Source: an optimization exercise on an open RTL-to-GDS flow (aim: small area, a short achievable clock period and few clock cycles per item). Production flows keep margins and buffers that such runs may drop. Function was checked by simulation only, so behaviour that the tests miss may differ from the original. No activity file was given, so power comes from the tool's default toggle rates.

run A:
==> flow/design.v (excerpt) <==
module core_top (
	input  logic  clk,
	input  logic  arst_n,
	input  logic [31:0] instr,
	input  logic  instr_valid,
	output logic  instr_ready,
	output logic [36:0] wb,
	output logic  wb_valid,
	input  logic  wb_ready
);
	logic adv;
	logic        d_valid;
	logic [4:0]  d_rd;
	logic [31:0] d_a;
	logic [31:0] d_bx;
	logic        d_cin;
	logic        d_sra;
	logic [7:0]  d_sel;
	logic [3:0]  d_sh1;
	logic [3:0]  d_sh2;
	logic [31:0] e_p;
	logic [32:0] e_c;
	logic [31:0] e_sl;
	logic [31:0] e_sr;
	logic        e_lt;
	logic        e_ltu;
	logic [31:0] e_logic;
	logic [31:0] alu_res;
	logic        x_valid;
	logic [4:0]  x_rd;
	logic [31:0] x_data;
	assign instr_ready = adv;
	decode_stage i_decode_stage (
		.clk         (clk),
		.arst_n      (arst_n),
		.instr       (instr),
		.instr_valid (instr_valid),
		.adv         (adv),
		.e_p         (e_p),
		.e_c         (e_c),
		.e_sl        (e_sl),
		.e_sr        (e_sr),
		.e_lt        (e_lt),
		.e_ltu       (e_ltu),
		.e_logic     (e_logic),
		.x_valid     (x_valid),
		.x_rd        (x_rd),
		.x_data      (x_data),
		.d_valid     (d_valid),
		.d_rd        (d_rd),
		.d_a         (d_a),
		.d_bx        (d_bx),
		.d_cin       (d_cin),
		.d_sra       (d_sra),
		.d_sel       (d_sel),
		.d_sh1       (d_sh1),
		.d_sh2       (d_sh2)
	);
	execute_stage i_execute_stage (
		.a         (d_a),
		.bx        (d_bx),
		.cin       (d_cin),
		.sra       (d_sra),
		.sel       (d_sel),
		.sh1       (d_sh1),
		.sh2       (d_sh2),
		.p         (e_p),
		.c         (e_c),
		.sl        (e_sl),
		.sr        (e_sr),
		.lt        (e_lt),
		.ltu       (e_ltu),
		.logic_res (e_logic),
		.res       (alu_res)
	);
	result_stage i_result_stage (
  ...
Size: about 1100 flip-flops, roughly 0.054 mm² of cells after synthesis.
clock: 4.5 ns
lec_check: 0
cap_margin: 5
core_margin: 2
core_utilization: 55
cts_cluster_diameter: 60
cts_cluster_size: 20
place_density: 0.65
setup_slack_margin: 1.2
slew_margin: 5
tns_end_percent: 100
run.sh (not shown) runs the stock make flow with config.mk's settings and CLKGATE_MAP_FILE= SYNTH_SCRIPT=/design/flow/synth_recipe.tcl, a recipe that flattens the netlist after the stock synthesis.
Run A: no failed stages, no open violations at the end
Testbench counts of run A, summed over its fixed seeds: cycles 12,016, items 12,000.
Edits applied to the flow inputs when going from run A to run B:
Settings: changing CORE_UTILIZATION from 55 to 50; changing PLACE_DENSITY from 0.65 to 0.6; changing SETUP_SLACK_MARGIN from 1.2 to 1.0; changing CTS_CLUSTER_SIZE from 20 to 25; changing CTS_CLUSTER_DIAMETER from 60 to 80.
## What came out
Compared with run A, in run B worst stage delay on the critical path down 0.31 ns; number of clock buffers in the layout shrank by 25%; number of multi-input combinational cells in the layout saw little to no change. Run B vs run A, master of the slowest instance on the critical path: edfxtp_1 vs o211ai_1. Going from run A to run B, non-clock buffer count shrank by more than 10%. Compared with run A, run B shows a sequential share of layout area that is 2.1 points higher. Capture point of the worst path = i_decode_stage.d_bx[29]: run B; capture point of the worst path = i_decode_stage.d_bx[3]: run A. Changes observed in run B relative to run A: internal power summed over all cells went down about 10%; share of final layout cell area taken by clock buffers and inverters decreased by 1.8 points relative to the old numbers; post-CTS clock slew at the launch and capture registers of the worst setup and hold paths grew by 0.03 ns; smallest setup slack after layout shows an increase of 0.10 ns.
diff inputs: run B => run C
Settings: a change of CTS_CLUSTER_SIZE from 25 to 20; a change of CTS_CLUSTER_DIAMETER from 80 to 60.
==> results.txt <==
- From run B to run C the numbers moved as follows: via count moved up, number of endpoints with negative hold slack in the final report has remained practically unchanged, total power went up, number of standard cells in the final layout excluding fillers now sits higher.
Modified inputs, run D compared to run C
Settings: CTS_CLUSTER_DIAMETER: 60 -> unset; CTS_CLUSTER_SIZE: 20 -> unset.
[summary]
- Of the two values seen for endpoint of the most critical setup path, i_decode_stage.d_a[21] was produced by run D and i_decode_stage.i_reg_file.regs[26][14] by run C.
- Changes observed in run D relative to run C: number of cells after detailed placement closely matched the old numbers; share of the clock period used by the worst path lost 0.32 points; switching portion of total power shows a reduction of 0.94 points; hold slack climbed 0.0079 ns; cell count rose 63.
- On ratio of routed vias to standard cells, run C and run D are basically level.
- Layout overhead on the synthesized area for run D is higher than for run C.
- Between run C and run D, the share of cell area taken by flip-flops and latches is lower for run D.
- As far as synthesized-area fraction occupied by xor and xnor cells is concerned, run D and run C perform about the same.

==> static timing again, ports no longer ideal <==
How much do the figures lean on ideal ports? The routed layouts below were timed once more, with nothing changed but the port constraints. Step 1 (the two cells are an assumption about what drives the block):
set clk [get_ports {clk}]
set_driving_cell -lib_cell sky130_fd_sc_hd__clkbuf_16 $clk
set_driving_cell -lib_cell sky130_fd_sc_hd__buf_2 [delete_from_list [all_inputs] $clk]
Step 2 adds t to the input delays and takes it off the output delays; t is the mean of the earliest and latest rising clock arrival at the registers after step 1. Input paths then give back, and output paths get back, about the clock's delay inside the block. Three values: ideal, step 1, step 2; two values: the first two.
run | t, ns | slack for setup (ns) | worst hold slack (ns) | worst setup path at the end | worst register clock-pin slew, ns
run A | 0.784 | 0.792 / 0.792 / 0.305 | 0.499 / 0.499 / 0.499 | input to register | 0.09 / 0.09
run B | 0.798 | 0.893 / 0.893 / 0.153 | 0.500 / 0.500 / 0.500 | input to register | 0.12 / 0.12
run C | 0.791 | 0.977 / 0.977 / 0.252 | 0.485 / 0.485 / 0.485 | input to register | 0.09 / 0.09
run D | 0.815 | 0.992 / 0.992 / 0.231 | 0.493 / 0.493 / 0.493 | input to register | 0.08 / 0.08
After both steps setup and hold are still met in every run listed. For run D, which loses most, drivers alone change the setup slack by 0.000 ns; drivers and shift together by -0.761 ns.
